This is an optimization exercise on Yosys and OpenROAD, whose aim is small area, a short achievable clock period and few clock cycles per item, not a production implementation.
No functional check of the RTL was part of any run shown here.
Power figures rest on the tool's default switching activity, not on a simulated workload.

**flow/config.mk**
```make
export PLATFORM = sky130hd
export DESIGN_NAME = fsk_demod
export DESIGN_NICKNAME = fsk_demod
export VERILOG_FILES = /design/flow/design.v
export SDC_FILE = /design/flow/constraint.sdc
export NUM_CORES = 4
export LEC_CHECK = 0
export CAP_MARGIN = 20
export CORE_MARGIN = 2
export CORE_UTILIZATION = 40
export SETUP_SLACK_MARGIN = 3.5
export SLEW_MARGIN = 20
```
**flow/constraint.sdc**
```tcl
create_clock -name core_clock -period 6.0 [get_ports {sys_clk}]
set_input_delay 1.2000 -clock core_clock [delete_from_list [all_inputs] [get_ports {sys_clk}]]
set_output_delay 1.2000 -clock core_clock [all_outputs]
set_load 0.01 [all_outputs]
```
**flow/design.v**
```verilog
module tone_ref_lookup (
    input  logic [6:0]        q,
    output logic signed [8:0] dref
);
    always_comb begin
        case (q)
            7'd0: dref = 9'sd0;
            7'd1: dref = -9'sd3;
            7'd2: dref = -9'sd6;
            7'd3: dref = -9'sd10;
            7'd4: dref = -9'sd13;
            7'd5: dref = -9'sd15;
            7'd6: dref = -9'sd18;
            7'd7: dref = -9'sd21;
            7'd8: dref = -9'sd24;
            7'd9: dref = -9'sd26;
            7'd10: dref = -9'sd29;
            7'd11: dref = -9'sd31;
            7'd12: dref = -9'sd34;
            7'd13: dref = -9'sd36;
            7'd14: dref = -9'sd38;
            7'd15: dref = -9'sd39;
            7'd16: dref = -9'sd41;
            7'd17: dref = -9'sd43;
            7'd18: dref = -9'sd44;
            7'd19: dref = -9'sd45;
            7'd20: dref = -9'sd46;
            7'd21: dref = -9'sd46;
            7'd22: dref = -9'sd47;
            7'd23: dref = -9'sd47;
            7'd24: dref = -9'sd46;
            7'd25: dref = -9'sd47;
            7'd26: dref = -9'sd46;
            7'd27: dref = -9'sd45;
            7'd28: dref = -9'sd44;
            7'd29: dref = -9'sd43;
            7'd30: dref = -9'sd41;
            7'd31: dref = -9'sd39;
            7'd32: dref = -9'sd37;
            7'd33: dref = -9'sd35;
            7'd34: dref = -9'sd32;
            7'd35: dref = -9'sd30;
            7'd36: dref = -9'sd27;
            7'd37: dref = -9'sd23;
            7'd38: dref = -9'sd20;
            7'd39: dref = -9'sd16;
            7'd40: dref = -9'sd11;
            7'd41: dref = -9'sd8;
            7'd42: dref = -9'sd3;
            7'd43: dref = 9'sd2;
            7'd44: dref = 9'sd6;
            7'd45: dref = 9'sd11;
            7'd46: dref = 9'sd17;
            7'd47: dref = 9'sd22;
            7'd48: dref = 9'sd27;
            7'd49: dref = 9'sd33;
            7'd50: dref = 9'sd39;
            7'd51: dref = 9'sd45;
            7'd52: dref = 9'sd51;
            7'd53: dref = 9'sd57;
            7'd54: dref = 9'sd63;
            7'd55: dref = 9'sd70;
            7'd56: dref = 9'sd76;
            7'd57: dref = 9'sd82;
            7'd58: dref = 9'sd89;
            7'd59: dref = 9'sd95;
            7'd60: dref = 9'sd101;
            7'd61: dref = 9'sd108;
            7'd62: dref = 9'sd115;
            7'd63: dref = 9'sd121;
            7'd64: dref = 9'sd127;
            7'd65: dref = 9'sd133;
            7'd66: dref = 9'sd139;
            7'd67: dref = 9'sd146;
            7'd68: dref = 9'sd151;
            7'd69: dref = 9'sd157;
            7'd70: dref = 9'sd163;
            7'd71: dref = 9'sd168;
            7'd72: dref = 9'sd174;
            7'd73: dref = 9'sd178;
            7'd74: dref = 9'sd183;
            7'd75: dref = 9'sd187;
            7'd76: dref = 9'sd193;
            7'd77: dref = 9'sd197;
            7'd78: dref = 9'sd201;
            7'd79: dref = 9'sd203;
            7'd80: dref = 9'sd207;
            7'd81: dref = 9'sd210;
            7'd82: dref = 9'sd213;
            7'd83: dref = 9'sd215;
            7'd84: dref = 9'sd218;
            7'd85: dref = 9'sd220;
            7'd86: dref = 9'sd221;
            7'd87: dref = 9'sd222;
            7'd88: dref = 9'sd223;
            7'd89: dref = 9'sd224;
            7'd90: dref = 9'sd224;
            7'd91: dref = 9'sd223;
            7'd92: dref = 9'sd223;
            7'd93: dref = 9'sd222;
            7'd94: dref = 9'sd220;
            7'd95: dref = 9'sd219;
            7'd96: dref = 9'sd217;
            7'd97: dref = 9'sd215;
            7'd98: dref = 9'sd211;
            7'd99: dref = 9'sd209;
            7'd100: dref = 9'sd206;
            7'd101: dref = 9'sd201;
            7'd102: dref = 9'sd198;
            7'd103: dref = 9'sd193;
            7'd104: dref = 9'sd188;
            7'd105: dref = 9'sd183;
            7'd106: dref = 9'sd177;
            7'd107: dref = 9'sd172;
            7'd108: dref = 9'sd166;
            7'd109: dref = 9'sd159;
            7'd110: dref = 9'sd152;
            7'd111: dref = 9'sd145;
            7'd112: dref = 9'sd139;
            7'd113: dref = 9'sd131;
            7'd114: dref = 9'sd124;
            7'd115: dref = 9'sd116;
            7'd116: dref = 9'sd108;
            7'd117: dref = 9'sd99;
            7'd118: dref = 9'sd91;
            7'd119: dref = 9'sd82;
            7'd120: dref = 9'sd74;
            7'd121: dref = 9'sd65;
            7'd122: dref = 9'sd56;
            7'd123: dref = 9'sd47;
            7'd124: dref = 9'sd37;
            7'd125: dref = 9'sd28;
            7'd126: dref = 9'sd18;
            7'd127: dref = 9'sd9;
            default: dref = 9'sd0;
        endcase
    end
endmodule
module fsk_mac (
    input  logic [3:0]  neg,
    input  logic [3:0]  one,
    input  logic [3:0]  two,
    input  logic [8:0]  d,
    input  logic [23:0] sm,
    input  logic [23:0] cm,
    output logic [23:0] nx0,
    output logic [23:0] nx1
);
    logic pp1, pp2, pp3, pp4, pp5, pp6, pp7, pp8, pp9, pp10, pp11, pp12, pp13, pp14, pp15, pp16;
    logic pp17, pp18, pp19, pp20, pp21, pp22, pp23, pp24, pp25, pp26, pp27, pp28, pp29, pp30, pp31, pp32;
    logic pp33, pp34, pp35, pp36, pp37, pp38, pp39, pp40, hs41, hc42, hs43, hc44, hs45, hc46, fs47, fc48;
    logic hs49, hc50, hs51, hc52, hs53, hc54, fs55, fc56, hs57, hc58, fs59, fc60, hs61, hc62, fs63, fc64;
    logic fs65, fc66, fs67, fc68, fs69, fc70, fs71, fc72, fs73, fc74, fs75, fc76, fs77, fc78, fs79, fc80;
    logic fs81, fc82, fs83, fc84, fs85, fc86, fs87, fc88, hs89, hc90, fs91, fc92, hs93, hc94, hs95, hc96;
    logic hs97, hc98, fs99, fc100, fs101, fc102, fs103, fc104, fs105, fc106, fs107, fc108, fs109, fc110, fs111, fc112;
    logic fs113, fc114, fs115, fc116, fs117, fc118, fs119, fc120, fs121, fc122, fs123, fc124, fs125, fc126, hs127, hc128;
    logic hs129, hc130, hs131, hc132, hs133, hc134, hs135, hc136, hs137, hc138, hs139, hc140, hs141, hc142, hs143, hc144;
    logic fs145, fc146, fs147, fc148, fs149, fc150, fs151, fc152, fs153, fc154, fs155, fc156, fs157, fc158, fs159, fc160;
    logic fs161, fc162, fs163, fc164, fs165, fc166, fs167, fc168, fs169, fc170, fs171, fc172, fs173, fc174, fs175, fc176;
    logic fs177, fc178, fs179, fc180, fs181, fc182, fs183, fc184, fs185, fc186, fs187, fc188, fs189, fc190;
    assign pp1 = (one[0] & d[0]) ^ neg[0];
    assign pp2 = ((one[0] & d[1]) | (two[0] & d[0])) ^ neg[0];
    assign pp3 = ((one[0] & d[2]) | (two[0] & d[1])) ^ neg[0];
    assign pp4 = ((one[0] & d[3]) | (two[0] & d[2])) ^ neg[0];
    assign pp5 = ((one[0] & d[4]) | (two[0] & d[3])) ^ neg[0];
    assign pp6 = ((one[0] & d[5]) | (two[0] & d[4])) ^ neg[0];
    assign pp7 = ((one[0] & d[6]) | (two[0] & d[5])) ^ neg[0];
    assign pp8 = ((one[0] & d[7]) | (two[0] & d[6])) ^ neg[0];
    assign pp9 = ((one[0] & d[8]) | (two[0] & d[7])) ^ neg[0];
    assign pp10 = ~(((one[0] & d[8]) | (two[0] & d[8])) ^ neg[0]);
    assign pp11 = (one[1] & d[0]) ^ neg[1];
    assign pp12 = ((one[1] & d[1]) | (two[1] & d[0])) ^ neg[1];
    assign pp13 = ((one[1] & d[2]) | (two[1] & d[1])) ^ neg[1];
    assign pp14 = ((one[1] & d[3]) | (two[1] & d[2])) ^ neg[1];
    assign pp15 = ((one[1] & d[4]) | (two[1] & d[3])) ^ neg[1];
    assign pp16 = ((one[1] & d[5]) | (two[1] & d[4])) ^ neg[1];
    assign pp17 = ((one[1] & d[6]) | (two[1] & d[5])) ^ neg[1];
    assign pp18 = ((one[1] & d[7]) | (two[1] & d[6])) ^ neg[1];
    assign pp19 = ((one[1] & d[8]) | (two[1] & d[7])) ^ neg[1];
    assign pp20 = ~(((one[1] & d[8]) | (two[1] & d[8])) ^ neg[1]);
    assign pp21 = (one[2] & d[0]) ^ neg[2];
    assign pp22 = ((one[2] & d[1]) | (two[2] & d[0])) ^ neg[2];
    assign pp23 = ((one[2] & d[2]) | (two[2] & d[1])) ^ neg[2];
    assign pp24 = ((one[2] & d[3]) | (two[2] & d[2])) ^ neg[2];
    assign pp25 = ((one[2] & d[4]) | (two[2] & d[3])) ^ neg[2];
    assign pp26 = ((one[2] & d[5]) | (two[2] & d[4])) ^ neg[2];
    assign pp27 = ((one[2] & d[6]) | (two[2] & d[5])) ^ neg[2];
    assign pp28 = ((one[2] & d[7]) | (two[2] & d[6])) ^ neg[2];
    assign pp29 = ((one[2] & d[8]) | (two[2] & d[7])) ^ neg[2];
    assign pp30 = ~(((one[2] & d[8]) | (two[2] & d[8])) ^ neg[2]);
    assign pp31 = (one[3] & d[0]) ^ neg[3];
    assign pp32 = ((one[3] & d[1]) | (two[3] & d[0])) ^ neg[3];
    assign pp33 = ((one[3] & d[2]) | (two[3] & d[1])) ^ neg[3];
    assign pp34 = ((one[3] & d[3]) | (two[3] & d[2])) ^ neg[3];
    assign pp35 = ((one[3] & d[4]) | (two[3] & d[3])) ^ neg[3];
    assign pp36 = ((one[3] & d[5]) | (two[3] & d[4])) ^ neg[3];
    assign pp37 = ((one[3] & d[6]) | (two[3] & d[5])) ^ neg[3];
    assign pp38 = ((one[3] & d[7]) | (two[3] & d[6])) ^ neg[3];
    assign pp39 = ((one[3] & d[8]) | (two[3] & d[7])) ^ neg[3];
    assign pp40 = ~(((one[3] & d[8]) | (two[3] & d[8])) ^ neg[3]);
    assign hs41 = neg[3] ^ cm[6];
    assign hc42 = neg[3] & cm[6];
    assign hs43 = cm[7] ^ sm[7];
    assign hc44 = cm[7] & sm[7];
    assign hs45 = cm[8] ^ sm[8];
    assign hc46 = cm[8] & sm[8];
    assign fs47 = 1'b1 ^ cm[9] ^ sm[9];
    assign fc48 = (1'b1 & cm[9]) | (1'b1 & sm[9]) | (cm[9] & sm[9]);
    assign hs49 = 1'b1 ^ cm[10];
    assign hc50 = 1'b1 & cm[10];
    assign hs51 = neg[1] ^ cm[2];
    assign hc52 = neg[1] & cm[2];
    assign hs53 = cm[3] ^ sm[3];
    assign hc54 = cm[3] & sm[3];
    assign fs55 = neg[2] ^ cm[4] ^ sm[4];
    assign fc56 = (neg[2] & cm[4]) | (neg[2] & sm[4]) | (cm[4] & sm[4]);
    assign hs57 = pp5 ^ pp13;
    assign hc58 = pp5 & pp13;
    assign fs59 = cm[5] ^ sm[5] ^ pp6;
    assign fc60 = (cm[5] & sm[5]) | (cm[5] & pp6) | (sm[5] & pp6);
    assign hs61 = pp14 ^ pp22;
    assign hc62 = pp14 & pp22;
    assign fs63 = sm[6] ^ pp7 ^ pp15;
    assign fc64 = (sm[6] & pp7) | (sm[6] & pp15) | (pp7 & pp15);
    assign fs65 = pp23 ^ pp31 ^ hs41;
    assign fc66 = (pp23 & pp31) | (pp23 & hs41) | (pp31 & hs41);
    assign fs67 = pp8 ^ pp16 ^ pp24;
    assign fc68 = (pp8 & pp16) | (pp8 & pp24) | (pp16 & pp24);
    assign fs69 = pp32 ^ hs43 ^ hc42;
    assign fc70 = (pp32 & hs43) | (pp32 & hc42) | (hs43 & hc42);
    assign fs71 = pp9 ^ pp17 ^ pp25;
    assign fc72 = (pp9 & pp17) | (pp9 & pp25) | (pp17 & pp25);
    assign fs73 = pp33 ^ hs45 ^ hc44;
    assign fc74 = (pp33 & hs45) | (pp33 & hc44) | (hs45 & hc44);
    assign fs75 = pp10 ^ pp18 ^ pp26;
    assign fc76 = (pp10 & pp18) | (pp10 & pp26) | (pp18 & pp26);
    assign fs77 = pp34 ^ hc46 ^ fs47;
    assign fc78 = (pp34 & hc46) | (pp34 & fs47) | (hc46 & fs47);
    assign fs79 = sm[10] ^ pp19 ^ pp27;
    assign fc80 = (sm[10] & pp19) | (sm[10] & pp27) | (pp19 & pp27);
    assign fs81 = pp35 ^ hs49 ^ fc48;
    assign fc82 = (pp35 & hs49) | (pp35 & fc48) | (hs49 & fc48);
    assign fs83 = cm[11] ^ sm[11] ^ pp20;
    assign fc84 = (cm[11] & sm[11]) | (cm[11] & pp20) | (sm[11] & pp20);
    assign fs85 = pp28 ^ pp36 ^ hc50;
    assign fc86 = (pp28 & pp36) | (pp28 & hc50) | (pp36 & hc50);
    assign fs87 = 1'b1 ^ cm[12] ^ sm[12];
    assign fc88 = (1'b1 & cm[12]) | (1'b1 & sm[12]) | (cm[12] & sm[12]);
    assign hs89 = pp29 ^ pp37;
    assign hc90 = pp29 & pp37;
    assign fs91 = cm[13] ^ sm[13] ^ pp30;
    assign fc92 = (cm[13] & sm[13]) | (cm[13] & pp30) | (sm[13] & pp30);
    assign hs93 = 1'b1 ^ cm[14];
    assign hc94 = 1'b1 & cm[14];
    assign hs95 = neg[0] ^ cm[0];
    assign hc96 = neg[0] & cm[0];
    assign hs97 = cm[1] ^ sm[1];
    assign hc98 = cm[1] & sm[1];
    assign fs99 = sm[2] ^ pp3 ^ pp11;
    assign fc100 = (sm[2] & pp3) | (sm[2] & pp11) | (pp3 & pp11);
    assign fs101 = pp4 ^ pp12 ^ hs53;
    assign fc102 = (pp4 & pp12) | (pp4 & hs53) | (pp12 & hs53);
    assign fs103 = pp21 ^ hc54 ^ fs55;
    assign fc104 = (pp21 & hc54) | (pp21 & fs55) | (hc54 & fs55);
    assign fs105 = fc56 ^ hs61 ^ hc58;
    assign fc106 = (fc56 & hs61) | (fc56 & hc58) | (hs61 & hc58);
    assign fs107 = hc62 ^ fc60 ^ fs63;
    assign fc108 = (hc62 & fc60) | (hc62 & fs63) | (fc60 & fs63);
    assign fs109 = fc64 ^ fc66 ^ fs67;
    assign fc110 = (fc64 & fc66) | (fc64 & fs67) | (fc66 & fs67);
    assign fs111 = fc68 ^ fc70 ^ fs71;
    assign fc112 = (fc68 & fc70) | (fc68 & fs71) | (fc70 & fs71);
    assign fs113 = fc72 ^ fc74 ^ fs75;
    assign fc114 = (fc72 & fc74) | (fc72 & fs75) | (fc74 & fs75);
    assign fs115 = fc76 ^ fs79 ^ fs81;
    assign fc116 = (fc76 & fs79) | (fc76 & fs81) | (fs79 & fs81);
    assign fs117 = fc80 ^ fs83 ^ fs85;
    assign fc118 = (fc80 & fs83) | (fc80 & fs85) | (fs83 & fs85);
    assign fs119 = fs87 ^ hs89 ^ fc84;
    assign fc120 = (fs87 & hs89) | (fs87 & fc84) | (hs89 & fc84);
    assign fs121 = pp38 ^ fc88 ^ hc90;
    assign fc122 = (pp38 & fc88) | (pp38 & hc90) | (fc88 & hc90);
    assign fs123 = sm[14] ^ pp39 ^ hs93;
    assign fc124 = (sm[14] & pp39) | (sm[14] & hs93) | (pp39 & hs93);
    assign fs125 = cm[15] ^ sm[15] ^ pp40;
    assign fc126 = (cm[15] & sm[15]) | (cm[15] & pp40) | (sm[15] & pp40);
    assign hs127 = 1'b1 ^ cm[16];
    assign hc128 = 1'b1 & cm[16];
    assign hs129 = 1'b1 ^ cm[17];
    assign hc130 = 1'b1 & cm[17];
    assign hs131 = 1'b1 ^ cm[18];
    assign hc132 = 1'b1 & cm[18];
    assign hs133 = 1'b1 ^ cm[19];
    assign hc134 = 1'b1 & cm[19];
    assign hs135 = 1'b1 ^ cm[20];
    assign hc136 = 1'b1 & cm[20];
    assign hs137 = 1'b1 ^ cm[21];
    assign hc138 = 1'b1 & cm[21];
    assign hs139 = 1'b1 ^ cm[22];
    assign hc140 = 1'b1 & cm[22];
    assign hs141 = 1'b1 ^ cm[23];
    assign hc142 = 1'b1 & cm[23];
    assign hs143 = sm[0] ^ pp1;
    assign hc144 = sm[0] & pp1;
    assign fs145 = pp2 ^ hs97 ^ hc96;
    assign fc146 = (pp2 & hs97) | (pp2 & hc96) | (hs97 & hc96);
    assign fs147 = hs51 ^ hc98 ^ fs99;
    assign fc148 = (hs51 & hc98) | (hs51 & fs99) | (hc98 & fs99);
    assign fs149 = hc52 ^ fc100 ^ fs101;
    assign fc150 = (hc52 & fc100) | (hc52 & fs101) | (fc100 & fs101);
    assign fs151 = hs57 ^ fc102 ^ fs103;
    assign fc152 = (hs57 & fc102) | (hs57 & fs103) | (fc102 & fs103);
    assign fs153 = fs59 ^ fc104 ^ fs105;
    assign fc154 = (fs59 & fc104) | (fs59 & fs105) | (fc104 & fs105);
    assign fs155 = fs65 ^ fc106 ^ fs107;
    assign fc156 = (fs65 & fc106) | (fs65 & fs107) | (fc106 & fs107);
    assign fs157 = fs69 ^ fc108 ^ fs109;
    assign fc158 = (fs69 & fc108) | (fs69 & fs109) | (fc108 & fs109);
    assign fs159 = fs73 ^ fc110 ^ fs111;
    assign fc160 = (fs73 & fc110) | (fs73 & fs111) | (fc110 & fs111);
    assign fs161 = fs77 ^ fc112 ^ fs113;
    assign fc162 = (fs77 & fc112) | (fs77 & fs113) | (fc112 & fs113);
    assign fs163 = fc78 ^ fc114 ^ fs115;
    assign fc164 = (fc78 & fc114) | (fc78 & fs115) | (fc114 & fs115);
    assign fs165 = fc82 ^ fs117 ^ fc116;
    assign fc166 = (fc82 & fs117) | (fc82 & fc116) | (fs117 & fc116);
    assign fs167 = fc86 ^ fs119 ^ fc118;
    assign fc168 = (fc86 & fs119) | (fc86 & fc118) | (fs119 & fc118);
    assign fs169 = fs91 ^ fs121 ^ fc120;
    assign fc170 = (fs91 & fs121) | (fs91 & fc120) | (fs121 & fc120);
    assign fs171 = fc92 ^ fs123 ^ fc122;
    assign fc172 = (fc92 & fs123) | (fc92 & fc122) | (fs123 & fc122);
    assign fs173 = hc94 ^ fc124 ^ fs125;
    assign fc174 = (hc94 & fc124) | (hc94 & fs125) | (fc124 & fs125);
    assign fs175 = sm[16] ^ hs127 ^ fc126;
    assign fc176 = (sm[16] & hs127) | (sm[16] & fc126) | (hs127 & fc126);
    assign fs177 = sm[17] ^ hs129 ^ hc128;
    assign fc178 = (sm[17] & hs129) | (sm[17] & hc128) | (hs129 & hc128);
    assign fs179 = sm[18] ^ hs131 ^ hc130;
    assign fc180 = (sm[18] & hs131) | (sm[18] & hc130) | (hs131 & hc130);
    assign fs181 = sm[19] ^ hs133 ^ hc132;
    assign fc182 = (sm[19] & hs133) | (sm[19] & hc132) | (hs133 & hc132);
    assign fs183 = sm[20] ^ hs135 ^ hc134;
    assign fc184 = (sm[20] & hs135) | (sm[20] & hc134) | (hs135 & hc134);
    assign fs185 = sm[21] ^ hs137 ^ hc136;
    assign fc186 = (sm[21] & hs137) | (sm[21] & hc136) | (hs137 & hc136);
    assign fs187 = sm[22] ^ hs139 ^ hc138;
    assign fc188 = (sm[22] & hs139) | (sm[22] & hc138) | (hs139 & hc138);
    assign fs189 = sm[23] ^ hs141 ^ hc140;
    assign fc190 = (sm[23] & hs141) | (sm[23] & hc140) | (hs141 & hc140);
    assign nx0[0] = hs143;
    assign nx0[1] = fs145;
    assign nx0[2] = fs147;
    assign nx0[3] = fs149;
    assign nx0[4] = fs151;
    assign nx0[5] = fs153;
    assign nx0[6] = fs155;
    assign nx0[7] = fs157;
    assign nx0[8] = fs159;
    assign nx0[9] = fs161;
    assign nx0[10] = fs163;
    assign nx0[11] = fs165;
    assign nx0[12] = fs167;
    assign nx0[13] = fs169;
    assign nx0[14] = fs171;
    assign nx0[15] = fs173;
    assign nx0[16] = fs175;
    assign nx0[17] = fs177;
    assign nx0[18] = fs179;
    assign nx0[19] = fs181;
    assign nx0[20] = fs183;
    assign nx0[21] = fs185;
    assign nx0[22] = fs187;
    assign nx0[23] = fs189;
    assign nx1[0] = hs95;
    assign nx1[1] = hc144;
    assign nx1[2] = fc146;
    assign nx1[3] = fc148;
    assign nx1[4] = fc150;
    assign nx1[5] = fc152;
    assign nx1[6] = fc154;
    assign nx1[7] = fc156;
    assign nx1[8] = fc158;
    assign nx1[9] = fc160;
    assign nx1[10] = fc162;
    assign nx1[11] = fc164;
    assign nx1[12] = fc166;
    assign nx1[13] = fc168;
    assign nx1[14] = fc170;
    assign nx1[15] = fc172;
    assign nx1[16] = fc174;
    assign nx1[17] = fc176;
    assign nx1[18] = fc178;
    assign nx1[19] = fc180;
    assign nx1[20] = fc182;
    assign nx1[21] = fc184;
    assign nx1[22] = fc186;
    assign nx1[23] = fc188;
endmodule
module symbol_decider (
    input  logic        sys_clk,
    input  logic        rst_n,
    input  logic        push,
    input  logic        push_bit,
    output logic [2:0]  qv,
    output logic        symbol,
    output logic        symbol_valid,
    input  logic        symbol_ready
);
    logic [2:0] qd;
    logic [2:0] nv;
    logic [2:0] nd;
    logic       pop;
    assign pop          = qv[0] && symbol_ready;
    assign symbol       = qd[0];
    assign symbol_valid = qv[0];
    always_comb begin
        nv = pop ? {1'b0, qv[2:1]} : qv;
        nd = pop ? {qd[2], qd[2:1]} : qd;
        if (push) begin
            if (!nv[0])      nd[0] = push_bit;
            else if (!nv[1]) nd[1] = push_bit;
            else             nd[2] = push_bit;
            nv = {nv[1:0], 1'b1};
        end
    end
    always_ff @(posedge sys_clk or negedge rst_n) begin
        if (!rst_n) qv <= '0;
        else        qv <= nv;
    end
    always_ff @(posedge sys_clk) begin
        qd <= nd;
    end
endmodule
module fsk_demod (
    input  logic         sys_clk,
    input  logic         rst_n,
    input  logic [15:0]  sample_in,       
    input  logic         sample_valid,
    output logic         sample_ready,
    output logic         symbol,          
    output logic         symbol_valid,
    input  logic         symbol_ready
);
    localparam int W = 24;
    logic       rdy;
    logic       take;
    logic [7:0] ph1;
    logic [7:0] s1;
    logic       l1;
    assign sample_ready = rdy;
    assign take         = sample_valid && rdy;
    always_ff @(posedge sys_clk) begin
        ph1 <= sample_in[15:8];
        s1  <= sample_in[7:0] & {8{take}};
    end
    always_ff @(posedge sys_clk or negedge rst_n) begin
        if (!rst_n) l1 <= 1'b0;
        else        l1 <= take && (sample_in[15:8] == 8'hFF);
    end
    logic [7:0]        fold;       
    logic signed [8:0] dhalf;
    logic [8:0]        se;
    logic [3:0]        neg_n, one_n, two_n;
    logic [3:0]        neg2, one2, two2;
    logic [8:0]        d2;
    logic              l2;
    assign fold = ph1[7] ? 8'd0 - ph1 : ph1;
    tone_ref_lookup u_lookup (.q(fold[6:0]), .dref(dhalf));
    always_comb begin
        se = {s1, 1'b0};
        for (int i = 0; i < 4; i++) begin
            neg_n[i] = se[2*i+2];
            one_n[i] = se[2*i+1] ^ se[2*i];
            two_n[i] = (se[2*i+2] & ~se[2*i+1] & ~se[2*i]) | (~se[2*i+2] & se[2*i+1] & se[2*i]);
        end
    end
    always_ff @(posedge sys_clk) begin
        d2   <= fold[7] ? 9'd0 : dhalf;     
        neg2 <= neg_n ^ {4{ph1[7]}};
        one2 <= one_n;
        two2 <= two_n;
    end
    logic [W-1:0] acc_s, acc_c;
    logic [W-1:0] nx_s, nx_c;
    logic         restart;    
    logic         l3;         
    logic         flush;      
    fsk_mac u_mac (
        .neg (neg2),
        .one (one2),
        .two (two2),
        .d   (d2),
        .sm  (acc_s | {W{restart}}),
        .cm  (acc_c & ~{W{restart}}),
        .nx0 (nx_s),
        .nx1 (nx_c)
    );
    always_ff @(posedge sys_clk) begin
        acc_s <= nx_s;
        acc_c <= nx_c;
    end
    always_ff @(posedge sys_clk or negedge rst_n) begin
        if (!rst_n) begin
            l2      <= 1'b0;
            l3      <= 1'b0;
            flush   <= 1'b1;
            restart <= 1'b1;
        end else begin
            l2      <= l1;
            l3      <= l2;
            flush   <= 1'b0;
            restart <= l2 || flush;
        end
    end
    logic [W-1:0] total;
    logic         dec;        
    logic         l4;
    assign total = acc_s + acc_c;
    always_ff @(posedge sys_clk) begin
        dec <= !total[W-1];
    end
    always_ff @(posedge sys_clk or negedge rst_n) begin
        if (!rst_n) l4 <= 1'b0;
        else        l4 <= l3;
    end
    logic [2:0] qv;
    symbol_decider u_queue (
        .sys_clk      (sys_clk),
        .rst_n        (rst_n),
        .push         (l4),
        .push_bit     (dec),
        .qv           (qv),
        .symbol       (symbol),
        .symbol_valid (symbol_valid),
        .symbol_ready (symbol_ready)
    );
    logic [4:0] ends;
    logic       at_most_one;
    assign ends = {qv[0], l1, l2, l3, l4};
    always_comb begin
        at_most_one = 1'b1;
        for (int i = 0; i < 5; i++)
            for (int j = i + 1; j < 5; j++)
                if (ends[i] && ends[j]) at_most_one = 1'b0;
    end
    always_ff @(posedge sys_clk or negedge rst_n) begin
        if (!rst_n) rdy <= 1'b0;
        else        rdy <= !qv[1] && at_most_one;
    end
endmodule
```
**flow/flow/run.sh**
```bash
#!/bin/bash
# Own flow: the standard layout, with two changes.
#  1. Synthesis: the standard script, except that synth's "fine" step skips its quick abc
#     (so extract_fa sees the RTL's adders unscrambled) and the final abc uses an area
#     script with deepsyn (flow/abc_deep.script). The result is used only when it holds
#     exactly the standard synthesis's registers (names and cell types); otherwise the
#     standard synthesis is kept.
#  2. Port buffers are plain buffers (BUFFER_PORTS_ARGS) instead of the delay cells the
#     resizer picks by default.
# Every tool's output goes to a log file of its own in this folder.
set -u
W=$PWD
F=$W/flow
R=$W/orfs/results/$FLOW_PLATFORM/fsk_demod/base
PORTS='BUFFER_PORTS_ARGS=-buffer_cell sky130_fd_sc_hd__buf_4'

bash standard.sh synth > $W/log_standard_synth.txt 2>&1 || { echo "standard synth failed"; exit 1; }
cp $R/1_2_yosys.v $W/standard_1_2_yosys.v

# modified copy of ORFS's synth.tcl and of the standard flow's synthesis script
mkdir -p $W/mysynth
sed -e 's|^\(\s*synth -top $::env(DESIGN_NAME) -run fine: {\*}$synth_full_args\)|\1 -noabc|' \
    -e "s|^source \$::env(SCRIPTS_DIR)/synth_preamble.tcl|&\nset abc_args [lreplace \$abc_args 1 1 $F/abc_deep.script]|" \
    $FLOW_HOME/scripts/synth.tcl > $W/mysynth/synth.tcl
sed "s|source \$::env(SCRIPTS_DIR)/synth.tcl|source $W/mysynth/synth.tcl|" $W/synth_recipe.tcl > $W/mysynth/synth_recipe.tcl

if make -C $FLOW_HOME DESIGN_CONFIG=$W/config.mk WORK_HOME=$W/mysynth/orfs CLKGATE_MAP_FILE= \
     SYNTH_SCRIPT=$W/mysynth/synth_recipe.tcl synth > $W/log_my_synth.txt 2>&1; then
  M=$W/mysynth/orfs/results/$FLOW_PLATFORM/fsk_demod/base/1_2_yosys.v
  if python3 $F/regcmp.py $W/standard_1_2_yosys.v $M > $W/log_regcmp.txt 2>&1; then
    cp $M $R/1_2_yosys.v
    rm -f $R/1_synth.odb $R/1_synth.sdc
    echo "using the modified synthesis"
  else
    echo "registers differ: keeping the standard synthesis"
  fi
else
  echo "modified synthesis failed: keeping the standard synthesis"
fi

bash standard.sh "$PORTS" finish > $W/log_standard_finish.txt 2>&1 || { echo "layout failed"; exit 1; }
test -f $W/out/final.def
```
**flow/flow/abc_deep.script**
```
strash
&get -n
&deepsyn -T 45 -S 1
&put
dch -f
map -a
topo
stime -c
buffer -c
upsize -c
dnsize -c
```
**flow/flow/regcmp.py**
```python
# regcmp.py STD.v NEW.v: exit 0 when both netlists hold the same registers
# (same instance names, same cell types, drive strength aside).
import re, sys

def regs(path):
    txt = open(path).read()
    out = {}
    for typ, name in re.findall(r'^\s*(sky130_fd_sc_hd__\w+)\s+(\S+)\s*\(', txt, re.M):
        base = typ.replace('sky130_fd_sc_hd__', '')
        if re.match(r'(e?df|dl|sdf|sedf)', base):
            out[name] = re.sub(r'_\d+$', '', base)
    return out

a, b = regs(sys.argv[1]), regs(sys.argv[2])
if a != b or not a:
    print("register mismatch:", len(a), len(b))
    for k in sorted(set(a) | set(b)):
        if a.get(k) != b.get(k):
            print("  ", k, a.get(k), b.get(k))
    sys.exit(1)
print("registers match:", len(a))
```
**flow/standard.sh**
```bash
#!/bin/bash
# synth_recipe.tcl (not shown) runs the flow's synth.tcl, then flattens the netlist and writes it again
# the make line also repeats each setting of config.mk as NAME=value (left out here)
make -C /OpenROAD-flow-scripts/flow DESIGN_CONFIG=/design/flow/config.mk WORK_HOME=/design/flow/orfs CLKGATE_MAP_FILE= SYNTH_SCRIPT=/design/flow/synth_recipe.tcl "${@:-finish}"
```
==> impl_metrics.csv, run 1 <==
group,metric,value,unit
flow_run,drv_cap,0,
drt,viasPerCell,5.06,
floorplanning,die_w,130,um
floorplanning,core-area,15700,um2
power,vdd.ir_drop.worst,0.173,mV
floorplanning,design.die.area,16900,um2
cts,clock-sinks,99,
layout,final_common_cell,"inv_1",
worst_setup_path,worst_setup_path_end_kind,"flip-flop",
floorplanning,initial_core_util,0.405,
logic_synthesis,syn-cell-area,6340,um2
worst_setup_path,endpoint,"acc_s[7]",
worst_setup_path,r2r_cells,6,
timing,rsz0062_at_grt,"true",
worst_hold_path,hp-class,"flip-flop to flip-flop",
global_route,overflow,0,
drt,first_pass_iters,5,
timing,timing.fmax,382,MHz
layout,drive_above_1_share,0.230,
floorplanning,die_h,130,um
drt,via_count,5045,
power,powerDensity,411,nW/um2
logic_synthesis,synth_area_per_cell,8.82,um2
cts,clk_path_buf_depth,2,
timing,fin_crit_sh,0.437,
drt,drc,0,
place,pre_cts_ws,2.73,ns
cts,clockRootBuffer,"clkbuf_16",
worst_setup_path,arrival,2.85,ns
global_route,grt_antenna_before_repair,0,
cts,clk_latency,0.35,ns
drt,wl_per_cell,15.1,um
logic_synthesis,syn_nets,826,
timing,fin_tns_setup,0,ns
floorplanning,io_pins,23,
floorplanning,placementRows,46,
logic_synthesis,yosysWarnings,3,
logic_synthesis,syn_inst,718,
cts,clkTransAtPathRegs,0.07,ns
cts,cts-buffers-inserted,9,
layout,num_antenna_cells,0,
global_route,grt_pass1_wl,25200,um
layout,final_cell_mix,"103 x inv_1, 87 x nor2_1, 80 x dfxtp_1",
layout,area_growth,20.0,%
drt,drt_wl_total,15000,um
worst_setup_path,worst_r2r_startpoint,"restart",
timing,fin_skew,0.0108,ns
timing,hold_viol,0,
worst_setup_path,critPathKind,"flip-flop to flip-flop",
worst_setup_path,timing.rr.end,"acc_s[7]",
worst_setup_path,path_max_fanout,5,
timing,slew_violations,0,
worst_setup_path,cp_data_required_time,6.23,ns
timing,setup-violations-final,0,
worst_setup_path,start_kind,"flip-flop",
layout,fillers,1478,
power,power_leakage,3.41,nW
global_route,track_usage,0.191,
timing,timing.final.ws_setup,3.38,ns
global_route,grt_start_max_net_pins,20,
drt,dr.first_iter.drc_count,468,
worst_setup_path,reg2reg_slack,3.38,ns
place,io_buffers,22,
place,routabilityCongestion,0.902,
global_route,first_global_vias,5117,
drt,antenna_left,0,
worst_setup_path,crit_start,"restart",
run_status,status,"no timing/DRC/antenna violations",
place,hpwlAfterDp,11200,um
layout,nNetsFinal,884,
cts,cts_tree,"done",
timing,finalCriticalPeriod,2.62,ns
cts,cts_max_level,3,
## cell type report
cell class                 count  area, um2  area share
sequential                    99       2060       0.271
tap                          216        270      0.0356
timing repair buffer          64        507      0.0667
inverter                     122        487      0.0640
multi-input combinational    480       3980       0.524
clock inverter                 7       68.8     0.00905
clock buffer                   9        225      0.0296
## repair_timing
action / CTS / global route
endpoints found under the setup margin: 34 / 22
buffers inserted: 24 / 16
hold buffers: 0 / 0
gates resized for setup: 35 / 42
pin swaps: 13 / 21
hold endpoints to repair: 0 / 0
## per-stage QoR
stage	instance area [um2]	total power (W)	util	cells	hold WS [ns]
after floorplan	6430	0.00211	-	718	0.331
after global placement	6750	0.00245	0.431	941	0.373
after detailed placement	6750	0.00249	0.431	941	0.377
after CTS	7360	0.00311	0.470	981	0.389
after global routing	7600	0.00347	0.486	997	0.389
final	7600	0.00313	0.486	997	0.381
## worst min path at each step
stage | startpoint | endpoint | depth (start not counted)
after floorplan | s1[0] | one2[0] | 0
after CTS | s1[0] | one2[0] | 0
after detailed placement | s1[0] | one2[0] | 0
after global placement | s1[0] | one2[0] | 0
final | s1[0] | one2[0] | 0
after global routing | s1[0] | one2[0] | 0
## metal layers
metal	global-route usage	wire length, um	part of all wire
met1	0.247	6820	0.45
met2	0.314	7030	0.47
met3	0.0517	775	0.052
met4	0.0614	399	0.027
met5	0	0	0
## report_power, final
group / internal, W / switching [W] / leakage, nW / total, W
Clock: 0.000293 / 0.000278 / 0.145 / 0.000571
Combinational: 0.000688 / 0.000842 / 2.39 / 0.00153
Sequential: 0.000893 / 0.000132 / 0.878 / 0.00103
Total: 0.00187 / 0.00125 / 3.41 / 0.00313
## state kept, by name (all words and copies together), names as in the netlist
register    count
l2              1
acc_c          24
two2            4
neg2            4
u_queue.qd      3
u_queue.qv      3
flush           1
dec             1
rdy             1
d2              9
l1              1
one2            4
restart         1
s1              8
ph1             8
l4              1
l3              1
acc_s          24
## critical path: stages, from the launching register on
cell and delay [ns]:
dfstp_4 0.68, buf_8 0.14, nor2_1 0.05, ha_1 0.31
fa_2 0.34, fa_2 0.55, fa_2 0.42
==> inputs of run 2 (changes only) <==
--- a/flow/config.mk
+++ b/flow/config.mk
@@ -10,3 +10,3 @@
 export CORE_UTILIZATION = 40
-export SETUP_SLACK_MARGIN = 3.5
+export SETUP_SLACK_MARGIN = 3.3
 export SLEW_MARGIN = 20
==> impl_metrics.csv, run 2 <==
group,metric,value,unit
timing,worst_pin_slew,0.592,ns
global_route,grt_start_max_net_pins,21,
worst_setup_path,crit_top_cell,"nor2_4",
layout,reg_top3,"acc_c: 24 flops, acc_s: 24 flops, d2: 9 flops",
logic_synthesis,synth_area_per_cell,8.82,um2
cts,cts_max_level,3,
layout,final_cell_mix,"108 x inv_1, 92 x nor2_1, 82 x dfxtp_1",
worst_setup_path,arrival,2.89,ns
worst_setup_path,cp_cell_sequence,"inv_6 > ha_2 > nand2_2 > o21ai_4 > inv_2 > nor2_4 > nor2_4 > inv_2 > nor2_4 > nor2_4 > inv_2 > nand2_1 > a21oi_4 > o21ai_2 > a32o_1 > a21oi_2 > a221oi_2",
worst_setup_path,start_kind,"flip-flop",
place,routabilityCongestion,0.974,
worst_setup_path,critPathKind,"flip-flop to flip-flop",
timing,setup-violations-final,0,
floorplanning,design.die.area,16900,um2
power,pwr-share-clk,0.198,
logic_synthesis,syn_nets,826,
place,dpl-instance-area,6710,um2
floorplanning,core-area,15700,um2
place,hpwlAfterDp,11000,um
power,power_leakage,3.31,nW
place,io_buffers,22,
layout,final_common_cell,"inv_1",
global_route,grt_antenna_before_repair,0,
timing,finalCriticalPeriod,2.67,ns
power,pwr-share-seq,0.325,
global_route,overflow,0,
worst_setup_path,cp_data_required_time,6.22,ns
timing,timing.fmax,375,MHz
power,powerDensity,425,nW/um2
layout,num_antenna_cells,0,
layout,stdcell_area,7370,um2
timing,hold_viol,0,
run_status,status,"no timing/DRC/antenna violations",
floorplanning,io_pins,23,
logic_synthesis,yosysWarnings,3,
drt,drc,0,
logic_synthesis,syn-cell-area,6340,um2
timing,fin_crit_sh,0.445,
worst_setup_path,path_max_fanout,7,
timing,slew_headroom,0.605,
worst_setup_path,worst_setup_path_end_kind,"flip-flop",
drt,drt_wl_total,14600,um
floorplanning,die_h,130,um
worst_setup_path,cp_slowest_cell,"dfxtp_4",
cts,clkTransAtPathRegs,0.07,ns
global_route,first_global_vias,4930,
timing,fin_skew,0.0103,ns
power,vdd.ir_drop.worst,0.187,mV
timing,slew_violations,0,
drt,first_pass_iters,5,
power,p_switching,0.00124,W
floorplanning,initial_core_util,0.405,
layout,area_growth,16.4,%
flow_run,drv_cap,0,
drt,dr.first_iter.drc_count,288,
layout,nNetsFinal,862,
cts,cts_tree,"done",
cts,clk_latency,0.35,ns
global_route,track_usage,0.180,
floorplanning,placementRows,46,
timing,rsz0062_at_grt,"true",
power,p_int,0.00189,W
floorplanning,die_w,130,um
drt,antenna_left,0,
drt,via_count,4981,
worst_hold_path,hp-class,"flip-flop to flip-flop",
cts,clock-sinks,99,
global_route,grt_pass1_wl,23800,um
timing,fin_tns_setup,0,ns
logic_synthesis,syn_inst,718,
cts,clockRootBuffer,"clkbuf_16",
power,switching_share,0.396,
drt,wl_per_cell,14.9,um
power,power_frac_comb,0.478,
cts,clk_path_buf_depth,2,
layout,drive_above_1_share,0.187,
cts,cts-buffers-inserted,9,
worst_setup_path,cpPeakStageDelay,0.38,ns
drt,viasPerCell,5.11,
[run 2: worst max-delay path, delay by kind of cell (launching register included)]
family	cells	cell delay [ns]
compound gates	6	0.95
simple gates	6	0.55
fa+ha+maj	1	0.28
flops	1	0.38
buf+inv	4	0.37
[run 2: cell type report]
type / count / area, um2
Clock buffer: 9 / 225
Clock inverter: 7 / 103
Fill cell: 1537 / 8280
Inverter: 122 / 477
Multi-Input combinational cell: 480 / 3910
Sequential cell: 99 / 2060
Tap cell: 216 / 270
Timing Repair Buffer: 42 / 327
[run 2: through the flow]
stage	hold slack, ns	cells	setup WS, ns	util	total power (W)
final	0.350	975	3.33	0.471	0.00313
after global routing	0.357	975	3.24	0.471	0.00346
after CTS	0.361	968	3.28	0.458	0.00314
after detailed placement	0.347	941	2.76	0.428	0.00248
after global placement	0.343	941	2.83	0.428	0.00243
after floorplan	0.331	718	3.29	-	0.00209
[run 2: path summary, 6_finish.rpt]
kind / cells past startpoint / slack (ns) / startpoint / to
min in group asynchronous: 1 / 0.66 / rst_n / u_queue.qv[0]
worst min-delay path: 0 / 0.35 / s1[0] / one2[0]
worst max-delay path: 17 / 3.33 / ph1[0] / d2[0]
worst max register to register: 17 / 3.33 / ph1[0] / d2[0]
max in group asynchronous: 1 / 5.11 / rst_n / flush
worst min register to register: 0 / 0.35 / s1[0] / one2[0]
[run 2: per-layer routing]
metal	GRT usage	part of all wire	vias to the layer above
li1	-	-	2404
met1	0.223	0.43	2360
met2	0.302	0.49	167
met3	0.0336	0.045	50
met4	0.0892	0.041	0
met5	0	0	-
[run 2: repair_timing]
| action | 4_1_cts | 5_1_grt |
|---|---|---|
| pin swaps | 5 | 15 |
| gates resized for setup | 13 | 39 |
| setup endpoints to repair | 29 | 16 |
| hold buffers | 0 | 0 |
| setup buffers | 11 | 7 |
[run 2: power by group through the flow]
| stage | clock [W] | combinational, W | sequential (W) |
|---|---|---|---|
| global route | 0.000665 | 0.00175 | 0.00104 |
| detailed placement | 0 | 0.00145 | 0.00103 |
| CTS | 0.000637 | 0.00148 | 0.00102 |
| global placement | 0 | 0.00140 | 0.00103 |
| finish | 0.000619 | 0.00150 | 0.00102 |
| floorplan | 0 | 0.00111 | 0.000984 |

-- port drivers added, routing unchanged --
The results above use ideal ports. As a check the final layouts listed here were re-extracted and re-timed, cells and wires unchanged. Step 1: set_driving_cell puts a clkbuf_16 on sys_clk and a buf_2 on each other input, an assumption about the parent block. Step 2 moves the port delays by t, midway between the first and last clock arrival at a register: inputs arrive t later, outputs are due t later. That takes back most of the time a late clock gives input paths. Slacks: ideal / step 1 / step 2; pairs: ideal / step 1.
run	shift t [ns]	setup slack, ns	worst setup path at the end	slew at the worst register clock pin (ns)	cell pins on the clock port's net
run 1	0.394	3.379 / 3.379 / 3.379	register to register	0.07 / 0.07	1
run 2	0.388	3.332 / 3.332 / 3.332	register to register	0.08 / 0.08	1
After both steps every run listed still meets setup and hold.
